What follows belongs to an exercise in optimizing a design on an open flow for small area and a short achievable clock period; a production flow would make more cautious choices. Only simulation tests tie the RTL to the original design; equivalence was not proved.

## flow/design.v (module list and top-level ports; edited modules follow where they fit)
// module gemv_booth_enc: 77 lines
// module gemv_dot_pipe: 1892 lines
// module gemv_stream_engine: 173 lines
module gemv_stream_engine (
  input  logic        clk,
  input  logic        rst_n,
  input  logic        start_i,
  input  logic        accum_i,
  input  logic [47:0] w_i,
  input  logic        a_valid_i,
  output logic        a_ready_o,
  input  logic [47:0] a_row_i,
  output logic        o_valid_o,
  input  logic        o_ready_i,
  output logic [15:0] o_data_o,
  output logic [1:0]  o_idx_o,
  output logic        busy_o,
  output logic        done_o,
  output logic        ovf_o
);
  // ...
==> flow/flow/run.sh <==
#!/bin/bash
# Standard layout, with the port buffers inserted by buffer_ports made of buf_4
# instead of the tool's default pick (a delay buffer), so the ports' buffers are fast.
set -e
echo "export BUFFER_PORTS_ARGS = -buffer_cell sky130_fd_sc_hd__buf_4" >> config.mk
bash standard.sh > standard.log 2>&1
==> flow/standard.sh <==
#!/bin/bash
# synth_recipe.tcl (not shown) runs the flow's synth.tcl, then flattens the netlist and writes it again
# the make line also repeats each setting of config.mk as NAME=value (left out here)
make -C /OpenROAD-flow-scripts/flow DESIGN_CONFIG=/design/flow/config.mk WORK_HOME=/design/flow/orfs CLKGATE_MAP_FILE= SYNTH_SCRIPT=/design/flow/synth_recipe.tcl "${@:-finish}"
==> flow/config.mk <==
export PLATFORM = sky130hd
export DESIGN_NAME = gemv_stream_engine
export DESIGN_NICKNAME = gemv_stream_engine
export VERILOG_FILES = /design/flow/design.v
export SDC_FILE = /design/flow/constraint.sdc
export NUM_CORES = 4
export LEC_CHECK = 0
export ABC_AREA = 1
export CAP_MARGIN = 20
export CORE_MARGIN = 2
export CORE_UTILIZATION = 40
export CTS_BUF_LIST = sky130_fd_sc_hd__clkbuf_8
export CTS_CLUSTER_SIZE = 30
export SETUP_SLACK_MARGIN = 4.75
export SLEW_MARGIN = 20
export TNS_END_PERCENT = 5
export BUFFER_PORTS_ARGS = -buffer_cell sky130_fd_sc_hd__buf_4
==> flow/constraint.sdc <==
create_clock -name core_clock -period 9.0 [get_ports {clk}]
set_input_delay 1.8000 -clock core_clock [delete_from_list [all_inputs] [get_ports {clk}]]
set_output_delay 1.8000 -clock core_clock [all_outputs]
set_load 0.01 [all_outputs]
==> results.json, run 1 <==
{
  "worst_slew_margin_rel": 0.290,
  "worst_hold_startpoint": "out_data_q[14]",
  "grt_use_met3": 0.0328,
  "crit_path_max_fanout": 8,
  "finalMaxSlewViolations": 0,
  "antenna_left": 0,
  "final.setup.tns_ns": 0,
  "pre_cts_ws_ns": 4.27,
  "multiInputGateArea_sq_um": 19400,
  "num-fill-cells": 8152,
  "place.detailed.instances": 4554,
  "synth_fp_nets": 4051,
  "root_buffer": "sky130_fd_sc_hd__clkbuf_8",
  "met2WireLength_mm": 49.6,
  "vias": 24575,
  "run_status": "finished clean",
  "main_combinational_cell_family_by_area_after_synthesis": "adder cells",
  "layout.non_clock_buffers": 216,
  "placedInstanceArea_sq_um": 36300,
  "worstSetupStartpointType": "flip-flop",
  "place.gp.congestion": 0.968,
  "worstMarginPinSlew_ns": 1.06,
  "grt_util_met2": 0.388,
  "post_synth_fa_ha_maj_area_fraction": 0.277,
  "die-area_sq_um": 88400,
  "cts_hold_repair.buffers": 0,
  "worst-path-stages": 9,
  "r2r_setup_slack_ns": 4.84,
  "nMultiInputCombCells": 2110,
  "simple_gate_fraction_of_synth_area": 0.0798
}
==> run 2, diff against run 1 <==
==> flow/flow/run.sh (replaced) <==
#!/bin/bash
# Standard layout with two changes:
#  - the port buffers that buffer_ports inserts are buf_2 instead of the tool's default
#    pick (a delay buffer), so the ports' buffers are fast;
#  - after the standard synthesis, flow/polarity.py chooses for each full adder whether it
#    works on true or complemented signals (a full adder is self-dual), which removes most
#    of the inverters that the adder extraction leaves between full adders. Registers and
#    all other cells are unchanged.
set -e
echo "export BUFFER_PORTS_ARGS = -buffer_cell sky130_fd_sc_hd__buf_2" >> config.mk
bash standard.sh synth > synth.log 2>&1
R=orfs/results/sky130hd/gemv_stream_engine/base
python3 flow/polarity.py $R/1_2_yosys.v $R/1_2_yosys_pol.v > polarity.log 2>&1
cp $R/1_2_yosys.v $R/1_2_yosys_std.v
cp $R/1_2_yosys_pol.v $R/1_2_yosys.v
rm -f $R/1_synth.odb $R/1_synth.sdc
bash standard.sh > standard.log 2>&1
==> flow/flow/polarity.py (new file) <==
#!/usr/bin/env python3
"""Full-adder polarity pass on a flat sky130 netlist written by Yosys.

A full adder is self-dual: complementing its three inputs complements both outputs.
Yosys's adder extraction leaves inverters between full adders and between the
logic that feeds them and the full adders. This pass chooses, for every fa cell,
whether it works on true or complemented signals so that as few inverters as
possible are needed, then rebuilds the inverters: every signal that some load
needs complemented gets exactly one inverter.

usage: polarity.py IN.v OUT.v
"""
import re
import sys

src = open(sys.argv[1]).read()

cell_re = re.compile(r'^  (sky130_fd_sc_hd__\w+) (\S+)\s+\((.*?)\n  \);\n', re.S | re.M)
pin_re = re.compile(r'\.(\w+)\(((?:\\\S+ )|[^()]*?)\)')

OUTPINS = {'X', 'Y', 'Q', 'Q_N', 'SUM', 'COUT', 'HI', 'LO'}

cells = []   # [type, name, [(pin, net)]]
spans = []
for m in cell_re.finditer(src):
    pins = [(p, n.strip()) for p, n in pin_re.findall(m.group(3))]
    cells.append([m.group(1), m.group(2), pins])
    spans.append((m.start(), m.end()))

port_names = set()
hdr = re.search(r'module \w+\((.*?)\);', src, re.S)
for p in hdr.group(1).split(','):
    port_names.add(p.strip())

def is_port(net):
    base = net.lstrip('\\').split('[')[0].strip()
    return base in port_names

driver = {}
for ci, (t, name, pins) in enumerate(cells):
    for p, n in pins:
        if p in OUTPINS:
            driver[n] = (ci, p)

INV = 'sky130_fd_sc_hd__inv_1'
FA = 'sky130_fd_sc_hd__fa_1'

# removable inverters: input not a port, output not a port
inv_cells = set()
for ci, (t, name, pins) in enumerate(cells):
    if t == INV:
        d = dict(pins)
        if not is_port(d['A']) and not is_port(d['Y']) and not d['A'].startswith(("1'", "0'")):
            inv_cells.add(ci)

inv_in = {}
for ci in inv_cells:
    d = dict(cells[ci][2])
    inv_in[d['Y']] = d['A']

def literal(net):
    """(base net, polarity) through chains of removable inverters."""
    pol = 0
    seen = 0
    while net in inv_in and seen < 50:
        net = inv_in[net]
        pol ^= 1
        seen += 1
    return net, pol

# loads: every input pin of a kept cell, as (cell, pin, base, pol)
loads = []
for ci, (t, name, pins) in enumerate(cells):
    if ci in inv_cells:
        continue
    for p, n in pins:
        if p in OUTPINS:
            continue
        b, pol = literal(n)
        loads.append((ci, p, b, pol))

# port nets driven by a removable inverter chain are also loads (keep them driven)
# (excluded above: inverters with port outputs are not removable)

fa_cells = [ci for ci, c in enumerate(cells) if c[0] == FA]
flip = {ci: 0 for ci in fa_cells}

by_base = {}
for L in loads:
    by_base.setdefault(L[2], []).append(L)

def drv_flip(base):
    d = driver.get(base)
    if d and d[0] in flip:
        return flip[d[0]]
    return 0

def needs_inv(base):
    f = drv_flip(base)
    for ci, p, b, pol in by_base.get(base, []):
        if pol ^ flip.get(ci, 0) ^ f:
            return True
    return False

def cost_of(bases):
    return sum(1 for b in bases if needs_inv(b))

def touched(ci):
    bs = set()
    for p, n in cells[ci][2]:
        if p in OUTPINS:
            bs.add(n)
        else:
            bs.add(literal(n)[0])
    return bs

before = cost_of(by_base.keys())
for it in range(20):
    changed = 0
    for ci in fa_cells:
        bs = touched(ci)
        c0 = cost_of(bs)
        flip[ci] ^= 1
        c1 = cost_of(bs)
        if c1 < c0:
            changed += 1
        else:
            flip[ci] ^= 1
    if not changed:
        break
after = cost_of(by_base.keys())
sys.stderr.write(f"inverters: {len(inv_cells)} removable before, {before} needed as is, {after} after {sum(flip.values())} flips\n")

def esc(n):
    return n + ' ' if n.startswith('\\') else n

# rebuild
conn = {}   # (ci, pin) -> net
new_cells = []
need = {}
for ci, p, b, pol in loads:
    want = pol ^ flip.get(ci, 0) ^ drv_flip(b)
    if want:
        if b not in need:
            nn = f"_pol{len(need)}_"
            need[b] = nn
        conn[(ci, p)] = need[b]
    else:
        conn[(ci, p)] = b
# fa outputs keep their nets; a flipped fa's nets now carry complements, which the
# loads above already account for.

out = []
pos = 0
wires = []
for ci, (t, name, pins) in enumerate(cells):
    s, e = spans[ci]
    out.append(src[pos:s])
    pos = e
    if ci in inv_cells:
        continue
    plist = []
    for p, n in pins:
        if p not in OUTPINS:
            n = conn[(ci, p)]
        plist.append(f"    .{p}({esc(n)})")
    out.append(f"  {t} {esc(name)} (\n" + ",\n".join(plist) + "\n  );\n")
for b, nn in need.items():
    wires.append(f"  wire {nn};\n")
    out.append(f"  {INV} {nn}inv (\n    .A({esc(b)}),\n    .Y({nn})\n  );\n")
out.append(src[pos:])
res = "".join(out)
# declare the new wires after the module header's port list
i = res.index(';', res.index('module ')) + 2
res = res[:i] + "".join(wires) + res[i:]
open(sys.argv[2], 'w').write(res)
--- a/flow/config.mk
+++ b/flow/config.mk
@@ -15,3 +15,3 @@
 export SLEW_MARGIN = 20
 export TNS_END_PERCENT = 5
-export BUFFER_PORTS_ARGS = -buffer_cell sky130_fd_sc_hd__buf_4
+export BUFFER_PORTS_ARGS = -buffer_cell sky130_fd_sc_hd__buf_2
==> results.json, run 2 <==
{
  "run_status": "finished clean",
  "cts_buffers": 72,
  "num-fill-cells": 7599,
  "worst_path_cell_chain": "xnor2_1 > o22ai_1 > fa_1 > fa_1 > fa_1 > fa_1 > fa_1",
  "drive_gt1_frac": 0.123,
  "netlist_instances": 2939,
  "rsz0062_at_grt": "yes",
  "cp_slowest_stage_delay_ns": 0.76,
  "core.rowCount": 104,
  "critical-path-top-cell-by-count": "sky130_fd_sc_hd__fa_1",
  "path_delay_family": "adder cells",
  "largest_register": "sel_q",
  "seq_area_sq_um": 11500,
  "crit_arrival_ns": 4.56,
  "root_buffer": "sky130_fd_sc_hd__clkbuf_8",
  "grt_first_pass_wirelength_mm": 152,
  "largest_registers": "sel_q (72), row_q (48)",
  "wp_data_required_ns": 9.39,
  "timing.final.crit_period_ns": 4.17,
  "antenna_cells_inserted": 0,
  "setup_violations": 0,
  "synth_fp_nets": 3554,
  "grt_use_total": 0.248,
  "pre_cts_ws_ns": 4.38,
  "finalHoldViolCount": 0,
  "remaining_drc_errors": 0,
  "hpwl_mm": 82.4,
  "ys_warn_count": 1,
  "mappedNetlistArea_sq_um": 32600,
  "worstMarginPinSlew_ns": 0.997,
  "core-area_sq_um": 80500,
  "crit_type": "reg -> reg",
  "largest_reg_flops": 72,
  "chipHeight_um": 289,
  "mostFrequentLayoutCells": "sky130_fd_sc_hd__fa_1, sky130_fd_sc_hd__xnor2_1, sky130_fd_sc_hd__edfxtp_1, sky130_fd_sc_hd__o22ai_1, sky130_fd_sc_hd__nand2_1",
  "initial_utilization": 0.404,
  "vias": 23045,
  "fmaxAchievable_mhz": 240,
  "cts.sink_count": 388,
  "crit_path_max_fanout": 8,
  "width_of_the_die_um": 289,
  "final-instance-count-excl-fill": 4162,
  "detail_route.iter0.violations": 2022,
  "cell_with_the_largest_stage_delay_on_the_worst_path": "sky130_fd_sc_hd__edfxtp_1",
  "final_non_filler_cell_area_sq_um": 36100,
  "place.gp.congestion": 1.01,
  "finalMaxSlewViolations": 0,
  "vias_per_cell": 5.54,
  "final_common_cell": "sky130_fd_sc_hd__fa_1",
  "die-area_sq_um": 83700,
  "final.period_utilization": 0.463,
  "end_kind": "flip-flop",
  "multiInputGateArea_sq_um": 19400,
  "fin_worst_skew_ns": 0.0557,
  "placedInstanceArea_sq_um": 34000,
  "clkLatencyLatePin_ns": 0.70,
  "tritoncts": "built",
  "clock_path_buffers": 3,
  "avgSynthCellArea_sq_um": 11.1,
  "drt_pre_antenna_iters": 5,
  "overflow": 0,
  "timing.max_cap.violations": 0,
  "hold_class": "reg -> reg",
  "ctsHtreeMaxLevel": 3,
  "number_of_global_route_vias_before_repair": 23841,
  "buffer_ports.inserted": 124,
  "flow.area_growth_from_synthesis_pct": 10.9,
  "worst_slew_margin_rel": 0.335,
  "place.detailed.instances": 3968,
  "final.setup.tns_ns": 0,
  "grt_max_degree": 173,
  "clk_pin_slew_ns": 0.08,
  "post_drt_wl_per_cell_um": 24.5,
  "layout.nets": 3665,
  "worstSetupStartpointType": "flip-flop",
  "wirelength_mm": 102,
  "antenna_left": 0,
  "cp.buffers_inverters": 0,
  "design.portCount": 125,
  "antenna_found_initial": 1,
  "setup_ws_ns": 4.83
}
-- run 2: path summary, 6_finish.rpt --
kind                       depth (start not counted)            from  slack, ns        endpoint
max reg2reg                                        7       row_q[29]       4.83       s2d_q[19]
min                                                2  out_data_q[15]       0.48  out_data_q[15]
min in group asynchronous                          1           rst_n       1.19     s2_idx_q[0]
max                                                7       row_q[29]       4.83       s2d_q[19]
min reg2reg                                        2  out_data_q[15]       0.48  out_data_q[15]
max in group asynchronous                          1           rst_n       7.28    acc_vld_q[0]
-- run 2: cell type report --
type / instances / share of cell area
Clock buffer: 74 / 0.0282
Clock inverter: 52 / 0.00953
Inverter: 262 / 0.0276
Multi-Input combinational cell: 2110 / 0.537
Sequential cell: 388 / 0.318
Tap cell: 1060 / 0.0367
Timing Repair Buffer: 216 / 0.0427
-- run 2: layer usage --
layer | share of wire | global-route usage | vias up
li1 | - | - | 10296
met2 | 0.46 | 0.396 | 887
met5 | 0.00011 | 0 | -
met1 | 0.42 | 0.336 | 11677
met4 | 0.039 | 0.0875 | 2
met3 | 0.076 | 0.0495 | 183
-- run 2: through the flow --
step                hold WS [ns]   util
global route               0.501  0.448
floorplan                  0.453      -
finish                     0.475  0.448
detailed placement         0.464  0.422
global placement           0.457  0.422
CTS                        0.472  0.441
-- run 2: repair_timing --
action	4_1_cts	5_1_grt
resized for setup	3	13
setup buffers	12	54
endpoints found under the setup margin	35	32
cloned	1	1
hold buffers	0	0
endpoints found under the hold margin	0	0
-- run 2: worst reg2reg max path, delay by kind of cell (launching register included) --
kind / cells / cell delay (ns)
fa+ha+maj: 5 / 2.59
flops: 1 / 0.76
compound gates: 1 / 0.33
xor+xnor: 1 / 0.18
==> run 3, diff against run 2 <==
--- a/flow/flow/run.sh
+++ b/flow/flow/run.sh
@@ -1,5 +1,5 @@
 #!/bin/bash
 # Standard layout with two changes:
-#  - the port buffers that buffer_ports inserts are buf_2 instead of the tool's default
+#  - the port buffers that buffer_ports inserts are buf_4 instead of the tool's default
 #    pick (a delay buffer), so the ports' buffers are fast;
 #  - after the standard synthesis, flow/polarity.py chooses for each full adder whether it
@@ -8,5 +8,5 @@
 #    all other cells are unchanged.
 set -e
-echo "export BUFFER_PORTS_ARGS = -buffer_cell sky130_fd_sc_hd__buf_2" >> config.mk
+echo "export BUFFER_PORTS_ARGS = -buffer_cell sky130_fd_sc_hd__buf_4" >> config.mk
 bash standard.sh synth > synth.log 2>&1
 R=orfs/results/sky130hd/gemv_stream_engine/base
--- a/flow/config.mk
+++ b/flow/config.mk
@@ -15,3 +15,3 @@
 export SLEW_MARGIN = 20
 export TNS_END_PERCENT = 5
-export BUFFER_PORTS_ARGS = -buffer_cell sky130_fd_sc_hd__buf_2
+export BUFFER_PORTS_ARGS = -buffer_cell sky130_fd_sc_hd__buf_4
==> results.json, run 3 <==
{
  "run_status": "finished clean",
  "chipHeight_um": 289,
  "width_of_the_die_um": 289,
  "clock_path_buffers": 3,
  "finalHoldViolCount": 0,
  "post_drt_wl_per_cell_um": 24.2,
  "final_common_cell": "sky130_fd_sc_hd__fa_1",
  "crit_type": "reg -> reg",
  "worst-path-stages": 7,
  "detail_route.iter0.violations": 1961,
  "timing.final.crit_period_ns": 4.15,
  "number_of_instances_on_the_worst_hold_path": 2,
  "critical-path-top-cell-by-count": "sky130_fd_sc_hd__fa_1",
  "worst_slew_margin_rel": 0.318,
  "cp.buffers_inverters": 0,
  "ctsHtreeMaxLevel": 3,
  "buffer_ports.inserted": 124,
  "die-area_sq_um": 83700,
  "design.portCount": 125,
  "antenna_left": 0,
  "vias": 23085,
  "antenna_found_initial": 2,
  "synth_fp_nets": 3554,
  "placedInstanceArea_sq_um": 34300,
  "pre_cts_ws_ns": 4.62,
  "initial_utilization": 0.404,
  "drive_gt1_frac": 0.121,
  "final.setup.tns_ns": 0,
  "cts_hold_repair.buffers": 0,
  "core.rowCount": 104,
  "mappedNetlistArea_sq_um": 32600,
  "setup_ws_ns": 4.85,
  "vias_per_cell": 5.56,
  "worstSetupStartpointType": "flip-flop",
  "cp_slowest_stage_delay_ns": 0.69,
  "core-area_sq_um": 80500,
  "place.gp.congestion": 1.02,
  "hpwl_mm": 82.3,
  "drt_pre_antenna_iters": 6,
  "ys_warn_count": 1,
  "final-instance-count-excl-fill": 4149,
  "setup_violations": 0,
  "grt_first_pass_wirelength_mm": 148,
  "final.period_utilization": 0.461,
  "clk_pin_slew_ns": 0.06,
  "path_delay_family": "adder cells",
  "hold_class": "reg -> reg",
  "cts.sink_count": 388,
  "place.detailed.instances": 3971,
  "fin_worst_skew_ns": 0.0331,
  "avgSynthCellArea_sq_um": 11.1,
  "clkLatencyLatePin_ns": 0.68,
  "worst_path_cell_chain": "xnor2_1 > o22ai_1 > fa_1 > fa_1 > fa_1 > fa_1 > fa_1",
  "timing.reg2reg.worst_path_depth": 7,
  "cell_with_the_largest_stage_delay_on_the_worst_path": "sky130_fd_sc_hd__edfxtp_1",
  "post-route-util": 0.450,
  "largest_registers": "sel_q (72), row_q (48)",
  "grt_use_total": 0.241,
  "final_non_filler_cell_area_sq_um": 36200,
  "hold-worst-slack_ns": 0.475,
  "finalMaxSlewViolations": 0,
  "crit_path_max_fanout": 8,
  "root_buffer": "sky130_fd_sc_hd__clkbuf_8",
  "largest_reg_flops": 72,
  "layout.nets": 3643,
  "tritoncts": "built",
  "rsz0062_at_grt": "yes",
  "crit_arrival_ns": 4.55,
  "mostFrequentLayoutCells": "sky130_fd_sc_hd__fa_1, sky130_fd_sc_hd__xnor2_1, sky130_fd_sc_hd__edfxtp_1, sky130_fd_sc_hd__o22ai_1, sky130_fd_sc_hd__nand2_1",
  "end_kind": "flip-flop",
  "grt_max_degree": 78,
  "timing.max_cap.violations": 0,
  "wp_data_required_ns": 9.40,
  "fmaxAchievable_mhz": 241,
  "cts_buffers": 73,
  "largest_register": "sel_q",
  "wirelength_mm": 100,
  "overflow": 0,
  "worstMarginPinSlew_ns": 1.02,
  "remaining_drc_errors": 0,
  "flow.area_growth_from_synthesis_pct": 11.3,
  "num-fill-cells": 7562,
  "number_of_global_route_vias_before_repair": 23552,
  "netlist_instances": 2939
}
run 3: final cells by class:
class	instances	area, sq um	area share
Antenna cell	2	5.00	0.000138
Clock buffer	73	1000	0.0277
Clock inverter	61	488	0.0135
Inverter	262	995	0.0274
Multi-Input combinational cell	2110	19400	0.534
Sequential cell	388	11500	0.317
Tap cell	1060	1330	0.0366
Timing Repair Buffer	193	1560	0.0430
run 3: path summary, 6_finish.rpt:
check	from	endpoint	slack, ns
worst max-delay path	row_q[39]	s2d_q[16]	4.85
worst min-delay path	out_data_q[7]	out_data_q[7]	0.48
worst max register to register	row_q[39]	s2d_q[16]	4.85
worst min register to register	out_data_q[7]	out_data_q[7]	0.48
max in group asynchronous	rst_n	acc_vld_q[1]	7.59
min in group asynchronous	rst_n	out_data_q[15]	1.07
run 3: worst register-to-register path: stages, from the launching register on:
cell and delay (ns):
sky130_fd_sc_hd__edfxtp_1 0.69, sky130_fd_sc_hd__xnor2_1 0.44, sky130_fd_sc_hd__o22ai_1 0.16, sky130_fd_sc_hd__fa_1 0.48
sky130_fd_sc_hd__fa_1 0.60, sky130_fd_sc_hd__fa_1 0.48, sky130_fd_sc_hd__fa_1 0.59, sky130_fd_sc_hd__fa_1 0.44
run 3: layer usage:
metal  up-vias  part of all wire  GRT usage
li1      10283                 -          -
met1     11552              0.41      0.323
met2      1018              0.46      0.385
met3       232             0.078     0.0451
met4         0             0.048      0.101
met5         -                 0          0
run 3: timing repair:
action | CTS | global route
resized for setup | 2 | 9
gates cloned | 0 | 1
endpoints found under the hold margin | 0 | 0
endpoints found under the setup margin | 9 | 19
buffers inserted | 7 | 34
==> run 4, diff against run 3 <==
--- a/flow/flow/polarity.py
+++ b/flow/flow/polarity.py
@@ -42,4 +42,76 @@
         if p in OUTPINS:
             driver[n] = (ci, p)
+
+TWINS = """
+a2111o_1:a2111oi_1:X:Y a2111o_2:a2111oi_2:X:Y a2111o_4:a2111oi_4:X:Y
+a2111oi_1:a2111o_1:Y:X a2111oi_2:a2111o_2:Y:X a2111oi_4:a2111o_4:Y:X
+a211o_1:a211oi_1:X:Y a211o_2:a211oi_2:X:Y a211o_4:a211oi_4:X:Y a211oi_1:a211o_1:Y:X
+a211oi_2:a211o_2:Y:X a211oi_4:a211o_4:Y:X a21bo_1:a21boi_1:X:Y a21bo_2:a21boi_2:X:Y
+a21bo_4:a21boi_4:X:Y a21boi_1:a21bo_1:Y:X a21boi_2:a21bo_2:Y:X a21boi_4:a21bo_4:Y:X
+a21o_1:a21oi_1:X:Y a21o_2:a21oi_2:X:Y a21o_4:a21oi_4:X:Y a21oi_1:a21o_1:Y:X
+a21oi_2:a21o_2:Y:X a21oi_4:a21o_4:Y:X a221o_1:a221oi_1:X:Y a221o_2:a221oi_2:X:Y
+a221o_4:a221oi_4:X:Y a221oi_1:a221o_1:Y:X a221oi_2:a221o_2:Y:X a221oi_4:a221o_4:Y:X
+a22o_1:a22oi_1:X:Y a22o_2:a22oi_2:X:Y a22o_4:a22oi_4:X:Y a22oi_1:a22o_1:Y:X
+a22oi_2:a22o_2:Y:X a22oi_4:a22o_4:Y:X a2bb2o_1:a2bb2oi_1:X:Y a2bb2o_2:a2bb2oi_2:X:Y
+a2bb2o_4:a2bb2oi_4:X:Y a2bb2oi_1:a2bb2o_1:Y:X a2bb2oi_2:a2bb2o_2:Y:X
+a2bb2oi_4:a2bb2o_4:Y:X a311o_1:a311oi_1:X:Y a311o_2:a311oi_2:X:Y a311o_4:a311oi_4:X:Y
+a311oi_1:a311o_1:Y:X a311oi_2:a311o_2:Y:X a311oi_4:a311o_4:Y:X a31o_1:a31oi_1:X:Y
+a31o_2:a31oi_2:X:Y a31o_4:a31oi_4:X:Y a31oi_1:a31o_1:Y:X a31oi_2:a31o_2:Y:X
+a31oi_4:a31o_4:Y:X a32o_1:a32oi_1:X:Y a32o_2:a32oi_2:X:Y a32o_4:a32oi_4:X:Y
+a32oi_1:a32o_1:Y:X a32oi_2:a32o_2:Y:X a32oi_4:a32o_4:Y:X a41o_1:a41oi_1:X:Y
+a41o_2:a41oi_2:X:Y a41o_4:a41oi_4:X:Y a41oi_1:a41o_1:Y:X a41oi_2:a41o_2:Y:X
+a41oi_4:a41o_4:Y:X and2_1:nand2_1:X:Y and2_2:nand2_2:X:Y and2_4:nand2_4:X:Y
+and2b_1:nand2b_1:X:Y and2b_2:nand2b_2:X:Y and2b_4:nand2b_4:X:Y and3_1:nand3_1:X:Y
+and3_2:nand3_2:X:Y and3_4:nand3_4:X:Y and3b_1:nand3b_1:X:Y and3b_2:nand3b_2:X:Y
+and3b_4:nand3b_4:X:Y and4_1:nand4_1:X:Y and4_2:nand4_2:X:Y and4_4:nand4_4:X:Y
+and4b_1:nand4b_1:X:Y and4b_2:nand4b_2:X:Y and4b_4:nand4b_4:X:Y and4bb_1:nand4bb_1:X:Y
+and4bb_2:nand4bb_2:X:Y and4bb_4:nand4bb_4:X:Y buf_1:clkinv_1:X:Y buf_2:clkinv_2:X:Y
+buf_4:clkinv_4:X:Y clkinv_1:buf_1:Y:X clkinv_2:buf_2:Y:X clkinv_4:buf_4:Y:X
+clkinvlp_2:buf_2:Y:X clkinvlp_4:buf_4:Y:X ebufn_1:einvn_1:Z:Z ebufn_2:einvn_2:Z:Z
+ebufn_4:einvn_4:Z:Z einvn_1:ebufn_1:Z:Z einvn_2:ebufn_2:Z:Z einvn_4:ebufn_4:Z:Z
+inv_1:buf_1:Y:X inv_2:buf_2:Y:X inv_4:buf_4:Y:X mux2_1:mux2i_1:X:Y mux2_2:mux2i_2:X:Y
+mux2_4:mux2i_4:X:Y mux2i_1:mux2_1:Y:X mux2i_2:mux2_2:Y:X mux2i_4:mux2_4:Y:X
+nand2_1:and2_1:Y:X nand2_2:and2_2:Y:X nand2_4:and2_4:Y:X nand2b_1:and2b_1:Y:X
+nand2b_2:and2b_2:Y:X nand2b_4:and2b_4:Y:X nand3_1:and3_1:Y:X nand3_2:and3_2:Y:X
+nand3_4:and3_4:Y:X nand3b_1:and3b_1:Y:X nand3b_2:and3b_2:Y:X nand3b_4:and3b_4:Y:X
+nand4_1:and4_1:Y:X nand4_2:and4_2:Y:X nand4_4:and4_4:Y:X nand4b_1:and4b_1:Y:X
+nand4b_2:and4b_2:Y:X nand4b_4:and4b_4:Y:X nand4bb_1:and4bb_1:Y:X nand4bb_2:and4bb_2:Y:X
+nand4bb_4:and4bb_4:Y:X nor2_1:or2_1:Y:X nor2_2:or2_2:Y:X nor2_4:or2_4:Y:X
+nor2b_1:or2b_1:Y:X nor2b_2:or2b_2:Y:X nor2b_4:or2b_4:Y:X nor3_1:or3_1:Y:X
+nor3_2:or3_2:Y:X nor3_4:or3_4:Y:X nor3b_1:or3b_1:Y:X nor3b_2:or3b_2:Y:X
+nor3b_4:or3b_4:Y:X nor4_1:or4_1:Y:X nor4_2:or4_2:Y:X nor4_4:or4_4:Y:X nor4b_1:or4b_1:Y:X
+nor4b_2:or4b_2:Y:X nor4b_4:or4b_4:Y:X nor4bb_1:or4bb_1:Y:X nor4bb_2:or4bb_2:Y:X
+nor4bb_4:or4bb_4:Y:X o2111a_1:o2111ai_1:X:Y o2111a_2:o2111ai_2:X:Y
+o2111a_4:o2111ai_4:X:Y o2111ai_1:o2111a_1:Y:X o2111ai_2:o2111a_2:Y:X
+o2111ai_4:o2111a_4:Y:X o211a_1:o211ai_1:X:Y o211a_2:o211ai_2:X:Y o211a_4:o211ai_4:X:Y
+o211ai_1:o211a_1:Y:X o211ai_2:o211a_2:Y:X o211ai_4:o211a_4:Y:X o21a_1:o21ai_1:X:Y
+o21a_2:o21ai_2:X:Y o21a_4:o21ai_4:X:Y o21ai_1:o21a_1:Y:X o21ai_2:o21a_2:Y:X
+o21ai_4:o21a_4:Y:X o21ba_1:o21bai_1:X:Y o21ba_2:o21bai_2:X:Y o21ba_4:o21bai_4:X:Y
+o21bai_1:o21ba_1:Y:X o21bai_2:o21ba_2:Y:X o21bai_4:o21ba_4:Y:X o221a_1:o221ai_1:X:Y
+o221a_2:o221ai_2:X:Y o221a_4:o221ai_4:X:Y o221ai_1:o221a_1:Y:X o221ai_2:o221a_2:Y:X
+o221ai_4:o221a_4:Y:X o22a_1:o22ai_1:X:Y o22a_2:o22ai_2:X:Y o22a_4:o22ai_4:X:Y
+o22ai_1:o22a_1:Y:X o22ai_2:o22a_2:Y:X o22ai_4:o22a_4:Y:X o2bb2a_1:o2bb2ai_1:X:Y
+o2bb2a_2:o2bb2ai_2:X:Y o2bb2a_4:o2bb2ai_4:X:Y o2bb2ai_1:o2bb2a_1:Y:X
+o2bb2ai_2:o2bb2a_2:Y:X o2bb2ai_4:o2bb2a_4:Y:X o311a_1:o311ai_1:X:Y o311a_2:o311ai_2:X:Y
+o311a_4:o311ai_4:X:Y o311ai_1:o311a_1:Y:X o311ai_2:o311a_2:Y:X o311ai_4:o311a_4:Y:X
+o31a_1:o31ai_1:X:Y o31a_2:o31ai_2:X:Y o31a_4:o31ai_4:X:Y o31ai_1:o31a_1:Y:X
+o31ai_2:o31a_2:Y:X o31ai_4:o31a_4:Y:X o32a_1:o32ai_1:X:Y o32a_2:o32ai_2:X:Y
+o32a_4:o32ai_4:X:Y o32ai_1:o32a_1:Y:X o32ai_2:o32a_2:Y:X o32ai_4:o32a_4:Y:X
+o41a_1:o41ai_1:X:Y o41a_2:o41ai_2:X:Y o41a_4:o41ai_4:X:Y o41ai_1:o41a_1:Y:X
+o41ai_2:o41a_2:Y:X o41ai_4:o41a_4:Y:X or2_1:nor2_1:X:Y or2_2:nor2_2:X:Y or2_4:nor2_4:X:Y
+or2b_1:nor2b_1:X:Y or2b_2:nor2b_2:X:Y or2b_4:nor2b_4:X:Y or3_1:nor3_1:X:Y
+or3_2:nor3_2:X:Y or3_4:nor3_4:X:Y or3b_1:nor3b_1:X:Y or3b_2:nor3b_2:X:Y
+or3b_4:nor3b_4:X:Y or4_1:nor4_1:X:Y or4_2:nor4_2:X:Y or4_4:nor4_4:X:Y or4b_1:nor4b_1:X:Y
+or4b_2:nor4b_2:X:Y or4b_4:nor4b_4:X:Y or4bb_1:nor4bb_1:X:Y or4bb_2:nor4bb_2:X:Y
+or4bb_4:nor4bb_4:X:Y xnor2_1:xor2_1:Y:X xnor2_2:xor2_2:Y:X xnor2_4:xor2_4:Y:X
+xnor3_1:xor3_1:X:X xnor3_2:xor3_2:X:X xnor3_4:xor3_4:X:X xor2_1:xnor2_1:X:Y
+xor2_2:xnor2_2:X:Y xor2_4:xnor2_4:X:Y xor3_1:xnor3_1:X:X xor3_2:xnor3_2:X:X
+xor3_4:xnor3_4:X:X
+"""
+# cell -> (cell computing the complement with the same inputs, its output pin)
+TWIN = {}
+for it in TWINS.split():
+    a, b, oa, ob = it.split(':')
+    TWIN['sky130_fd_sc_hd__' + a] = ('sky130_fd_sc_hd__' + b, oa, ob)
 
 INV = 'sky130_fd_sc_hd__inv_1'
@@ -136,10 +208,33 @@
 
 # rebuild
+want = {}
+for ci, p, b, pol in loads:
+    want[(ci, p)] = pol ^ flip.get(ci, 0) ^ drv_flip(b)
+# A signal that every load wants complemented, driven by a cell that has a complementing
+# twin, gets the twin instead of an inverter.
+swap = {}
+for b, ls in by_base.items():
+    ws = [want[(ci, p)] for ci, p, _, _ in ls]
+    d = driver.get(b)
+    if not ws or not all(ws) or d is None or is_port(b):
+        continue
+    dc = cells[d[0]]
+    if d[0] in flip or d[0] in inv_cells or dc[0] not in TWIN:
+        continue
+    tb, oa, ob = TWIN[dc[0]]
+    if d[1] != oa:
+        continue
+    swap[d[0]] = (tb, oa, ob)
+    for ci, p, _, _ in ls:
+        want[(ci, p)] = 0
+for ci, (tb, oa, ob) in swap.items():
+    cells[ci][0] = tb
+    cells[ci][2] = [(ob if p == oa else p, n) for p, n in cells[ci][2]]
+sys.stderr.write(f"{len(swap)} cells swapped for their complementing twins\n")
+
 conn = {}   # (ci, pin) -> net
-new_cells = []
 need = {}
 for ci, p, b, pol in loads:
-    want = pol ^ flip.get(ci, 0) ^ drv_flip(b)
-    if want:
+    if want[(ci, p)]:
         if b not in need:
             nn = f"_pol{len(need)}_"
==> results.json, run 4 <==
{
  "run_status": "finished clean",
  "timing.reg2reg.worst_path_depth": 9,
  "die-area_sq_um": 83200,
  "hpwl_mm": 85.1,
  "ys_warn_count": 1,
  "flow.area_growth_from_synthesis_pct": 12.7,
  "hold_class": "reg -> reg",
  "critical_path.endpoint": "s2d_q[24]",
  "antenna_found_initial": 3,
  "critical-path-top-cell-by-count": "sky130_fd_sc_hd__fa_1",
  "layout.nets": 3633,
  "grt_use_total": 0.254,
  "root_buffer": "sky130_fd_sc_hd__clkbuf_8",
  "cts_buffers": 68,
  "cp_slowest_stage_delay_ns": 0.96,
  "timing.max_cap.violations": 0,
  "final-instance-count-excl-fill": 4133,
  "core-area_sq_um": 80300,
  "final_non_filler_cell_area_sq_um": 36500,
  "initial_utilization": 0.403,
  "r2r_setup_slack_ns": 4.75,
  "detail_route.iter0.violations": 2354,
  "finalMaxSlewViolations": 0,
  "final.setup.tns_ns": 0,
  "crit_arrival_ns": 4.64,
  "wp_data_required_ns": 9.39,
  "ctsHtreeMaxLevel": 3,
  "crit_path_max_fanout": 19,
  "cts_hold_repair.buffers": 0,
  "width_of_the_die_um": 289,
  "end_kind": "flip-flop",
  "placedInstanceArea_sq_um": 34200,
  "cts.sink_count": 388,
  "tritoncts": "built",
  "number_of_instances_on_the_worst_hold_path": 2,
  "place.detailed.instances": 3928,
  "num-fill-cells": 7374,
  "grt_first_pass_wirelength_mm": 154,
  "synth_fp_nets": 3510,
  "number_of_global_route_vias_before_repair": 23985,
  "fin_worst_skew_ns": 0.0306,
  "place.gp.congestion": 1.01,
  "worstSetupStartpointType": "flip-flop",
  "crit_type": "reg -> reg",
  "netlist_instances": 2895,
  "design.portCount": 125,
  "fmaxAchievable_mhz": 235,
  "mostFrequentLayoutCells": "sky130_fd_sc_hd__fa_1, sky130_fd_sc_hd__xnor2_1, sky130_fd_sc_hd__edfxtp_1, sky130_fd_sc_hd__o22ai_1, sky130_fd_sc_hd__nand2_1",
  "buffer_ports.inserted": 124,
  "clkLatencyLatePin_ns": 0.67,
  "largest_reg_flops": 72,
  "vias_per_cell": 5.60,
  "overflow": 0,
  "worstMarginPinSlew_ns": 1.18,
  "final_common_cell": "sky130_fd_sc_hd__fa_1",
  "seq_area_sq_um": 11500,
  "largest_registers": "sel_q (72), row_q (48)",
  "rsz0062_at_grt": "yes",
  "cell_with_the_largest_stage_delay_on_the_worst_path": "sky130_fd_sc_hd__a311oi_1",
  "post_drt_wl_per_cell_um": 25.4,
  "multiInputGateArea_sq_um": 19500,
  "mappedNetlistArea_sq_um": 32400,
  "timing.final.crit_period_ns": 4.25,
  "core.rowCount": 104,
  "drive_gt1_frac": 0.132,
  "worstSetupStartpoint": "in_cnt_q[0]",
  "largest_register": "sel_q",
  "setup_violations": 0,
  "clk_pin_slew_ns": 0.06,
  "chipHeight_um": 289,
  "drt_pre_antenna_iters": 6,
  "worst_path_cell_chain": "inv_2 > ha_4 > inv_8 > bufbuf_16 > a311oi_1 > fa_1 > fa_1 > fa_1 > fa_1",
  "remaining_drc_errors": 0,
  "clock_path_buffers": 3,
  "wirelength_mm": 105,
  "final.period_utilization": 0.472,
  "finalHoldViolCount": 0,
  "rr_endpoint": "s2d_q[24]",
  "worstReg2RegStart": "in_cnt_q[0]",
  "worst_slew_margin_rel": 0.207,
  "post-route-util": 0.455,
  "antenna_left": 0,
  "vias": 23154,
  "grt_max_degree": 64,
  "avgSynthCellArea_sq_um": 11.2
}
## run 4: cell types whose count changed in the layout (fill, tap and decap cells not counted), sizes merged, moves of 3 or more
cell      before  now
buf          191  229
a311o         31    1
a21o           2    8
nand2        354  351
inv          272  231
and2           1    4
clkbuf        75   70
clkinv        39   35
or2            3    6
clkinvlp       6    2
nor2         124  121
a21oi         74   68
a311oi         0   30
## run 4: critical path, delay by kind of cell (launching register included)
kind / cells / cell delay (ns)
adders and majority gates: 5 / 2.18
AOI/OAI and AO/OA: 1 / 0.96
buffers and inverters: 3 / 0.42
DFF: 1 / 0.40
## run 4: repair_timing
action                                  CTS  global route
gates cloned                              2             1
endpoints found under the hold margin     0             0
pin swaps                                 7             5
endpoints found under the setup margin   58            35
buffers inserted                         21            55
gates resized for setup                  26            11
## run 4: stage by stage
step	hold slack (ns)	setup WS, ns
after floorplan	0.453	3.93
after global placement	0.468	4.06
after detailed placement	0.468	3.95
after CTS	0.484	4.64
after global routing	0.503	4.70
final	0.477	4.75
## run 4: layer usage
metal | part of all wire | global-route usage | vias to the layer above
li1 | - | - | 10254
met1 | 0.43 | 0.351 | 11653
met2 | 0.46 | 0.400 | 1009
met3 | 0.071 | 0.0412 | 236
met4 | 0.046 | 0.103 | 2
met5 | 0.00011 | 0 | -
## run 4: cell type report
cell class	instances	area share
clock inverter	53	0.0105
antenna	3	0.000206
multi-input combinational	2110	0.535
timing repair buffer	231	0.0547
tap	1060	0.0363
timing repair inverter	1	0.000103
inverter	218	0.0228
clock buffer	69	0.0260
sequential	388	0.315
## run 4: how the worst min path moves through the flow
stage	from	to	slack (ns)
after floorplan	s1_valid_q	s1_valid_q	0.45
after global placement	out_data_q[14]	out_data_q[14]	0.47
after detailed placement	out_data_q[13]	out_data_q[13]	0.47
after CTS	out_data_q[3]	out_data_q[3]	0.48
after global routing	out_data_q[3]	out_data_q[3]	0.50
final	out_data_q[3]	out_data_q[3]	0.48
==> run 5, diff against run 4 <==
--- a/flow/config.mk
+++ b/flow/config.mk
@@ -12,5 +12,5 @@
 export CTS_BUF_LIST = sky130_fd_sc_hd__clkbuf_8
 export CTS_CLUSTER_SIZE = 30
-export SETUP_SLACK_MARGIN = 4.75
+export SETUP_SLACK_MARGIN = 4.9
 export SLEW_MARGIN = 20
 export TNS_END_PERCENT = 5
==> results.json, run 5 <==
{
  "grt_max_degree": 64,
  "avgSynthCellArea_sq_um": 11.2,
  "vias": 23179,
  "root_buffer": "sky130_fd_sc_hd__clkbuf_8",
  "num-fill-cells": 7362,
  "largest_registers": "sel_q (72), row_q (48)",
  "flow.area_growth_from_synthesis_pct": 13.5,
  "number_of_instances_on_the_worst_hold_path": 2,
  "cts_buffers": 68,
  "drt_pre_antenna_iters": 6,
  "timing.max_cap.violations": 0,
  "rsz0062_at_grt": "yes",
  "seq_area_sq_um": 11500,
  "detail_route.iter0.violations": 2302,
  "multiInputGateArea_sq_um": 19600,
  "finalMaxSlewViolations": 0,
  "worstSetupStartpointType": "flip-flop",
  "ctsHtreeMaxLevel": 3,
  "fmaxAchievable_mhz": 238,
  "synth_fp_nets": 3510,
  "clk_pin_slew_ns": 0.06,
  "hpwl_mm": 85.1,
  "final.setup.tns_ns": 0,
  "run_status": "finished clean",
  "cts.sink_count": 388,
  "ys_warn_count": 1,
  "core-area_sq_um": 80300,
  "buffer_ports.inserted": 124,
  "mostFrequentLayoutCells": "sky130_fd_sc_hd__fa_1, sky130_fd_sc_hd__xnor2_1, sky130_fd_sc_hd__edfxtp_1, sky130_fd_sc_hd__o22ai_1, sky130_fd_sc_hd__nand2_1",
  "wp_data_required_ns": 9.39,
  "grt_first_pass_wirelength_mm": 156,
  "timing.reg2reg.worst_path_depth": 9,
  "setup_violations": 0,
  "mappedNetlistArea_sq_um": 32400,
  "design.portCount": 125,
  "timing.final.crit_period_ns": 4.20,
  "r2r_setup_slack_ns": 4.80,
  "initial_utilization": 0.403,
  "cp_slowest_stage_delay_ns": 0.93,
  "worstSetupStartpoint": "in_cnt_q[0]",
  "hold_class": "reg -> reg",
  "largest_register": "sel_q",
  "crit_path_max_fanout": 19,
  "end_kind": "flip-flop",
  "core.rowCount": 104,
  "chipHeight_um": 289,
  "antenna_found_initial": 3,
  "drive_gt1_frac": 0.140,
  "netlist_instances": 2895,
  "number_of_global_route_vias_before_repair": 24282,
  "crit_arrival_ns": 4.60,
  "worst_hold_startpoint": "out_data_q[3]",
  "final.period_utilization": 0.467,
  "die-area_sq_um": 83200,
  "worst_path_cell_chain": "inv_2 > ha_4 > inv_8 > bufbuf_16 > a311oi_1 > fa_1 > fa_1 > fa_1 > fa_1",
  "worst_slew_margin_rel": 0.147,
  "final_common_cell": "sky130_fd_sc_hd__fa_1",
  "layout.nets": 3644,
  "overflow": 0,
  "worstReg2RegStart": "in_cnt_q[0]",
  "hold-path-endpoint": "out_data_q[3]",
  "largest_reg_flops": 72,
  "tritoncts": "built",
  "antenna_left": 0,
  "path_delay_family": "adder cells",
  "rr_endpoint": "s2d_q[24]",
  "vias_per_cell": 5.59,
  "cell_with_the_largest_stage_delay_on_the_worst_path": "sky130_fd_sc_hd__a311oi_1",
  "clock_path_buffers": 3,
  "worstMarginPinSlew_ns": 1.27,
  "width_of_the_die_um": 289,
  "remaining_drc_errors": 0,
  "fin_worst_skew_ns": 0.0337,
  "grt_use_total": 0.257,
  "place.gp.congestion": 1.01,
  "cp.buffers_inverters": 3,
  "crit_type": "reg -> reg",
  "finalHoldViolCount": 0,
  "wirelength_mm": 106,
  "critical-path-top-cell-by-count": "sky130_fd_sc_hd__fa_1",
  "clkLatencyLatePin_ns": 0.68,
  "post_drt_wl_per_cell_um": 25.5,
  "hold-worst-slack_ns": 0.478
}
## run 5: layout make-up
| cell class | count | share of cell area |
|---|---|---|
| Multi-Input combinational cell | 2110 | 0.533 |
| Sequential cell | 388 | 0.313 |
| Timing Repair Buffer | 242 | 0.0589 |
| Tap cell | 1060 | 0.0361 |
| Clock buffer | 69 | 0.0258 |
| Inverter | 218 | 0.0226 |
| Clock inverter | 53 | 0.0104 |
| Antenna cell | 3 | 0.000204 |
| Timing Repair inverter | 1 | 0.000102 |
## run 5: layer usage
| layer | global-route usage | vias to the layer above | wire length [um] |
|---|---|---|---|
| met5 | 0 | - | 12 |
| met4 | 0.113 | 2 | 4920 |
| met3 | 0.0470 | 226 | 7720 |
| met2 | 0.405 | 968 | 48800 |
| met1 | 0.348 | 11711 | 44400 |
| li1 | - | 10272 | - |
## run 5: worst max-delay path by stage
| stage | endpoint | slack [ns] | depth (start not counted) |
|---|---|---|---|
| floorplan | s2_valid_q | 3.93 | 4 |
| global placement | s2d_q[16] | 4.06 | 11 |
| detailed placement | s2d_q[19] | 3.95 | 11 |
| CTS | s2d_q[15] | 4.87 | 10 |
| global route | s2d_q[18] | 4.79 | 10 |
| finish | s2d_q[24] | 4.80 | 9 |
## run 5: timing repair
action,4_1_cts,5_1_grt
resized for setup,42,12
gates cloned,4,1
setup buffers,70,15
endpoints found under the setup margin,67,25
pin swaps,13,14
hold buffers,0,0
## run 5: tightest hold or removal path, stage by stage, from the launching register on
cell and delay, ns:
sky130_fd_sc_hd__dfrtp_1 0.34, sky130_fd_sc_hd__nand2_1 0.05, sky130_fd_sc_hd__nand2_1 0.05
## run 5: per-stage QoR
step                      cell area (sq um)  worst slack [ns]   util  cells
after floorplan                       32400              3.93      -   2895
after global placement                34100              4.06  0.425   3927
after detailed placement              34200              3.95  0.425   3928
after CTS                             36500              4.87  0.455   4124
after global routing                  36700              4.79  0.458   4143
final                                 36700              4.80  0.458   4144

static timing again, ports no longer ideal:
Ports are ideal in the flow. The routed layouts listed here were re-timed in OpenROAD. Step 1, drivers: a clkbuf_16 drives clk and a buf_2 each remaining input, both assumed. Step 2 also shifts input and output timing later by t, the mid clock arrival at the registers, as if the neighbouring blocks saw the same clock. Three values: no drivers, after step 1, after step 2; two values: the first two.
| run | t (ns) | setup slack, ns | worst hold slack (ns) | latest minus earliest clock arrival (ns) | worst slew at a driven data input, ns |
|---|---|---|---|---|---|
| run 1 | 0.752 | 4.845 / 4.845 / 4.793 | 0.484 / 0.484 / 0.484 | 0.045 / 0.045 | 0.07 |
| run 2 | 0.734 | 4.834 / 4.834 / 4.752 | 0.475 / 0.475 / 0.475 | 0.056 / 0.056 | 0.05 |
| run 3 | 0.728 | 4.855 / 4.855 / 4.850 | 0.475 / 0.475 / 0.475 | 0.033 / 0.033 | 0.06 |
| run 4 | 0.727 | 4.748 / 4.748 / 4.748 | 0.477 / 0.477 / 0.477 | 0.030 / 0.030 | 0.09 |
| run 5 | 0.733 | 4.795 / 4.795 / 4.795 | 0.478 / 0.478 / 0.478 | 0.034 / 0.034 | 0.12 |
After both steps setup and hold are still met in every run listed. The setup slack of run 2, which loses most, moves by 0.000 ns with the drivers and by -0.082 ns with both steps.
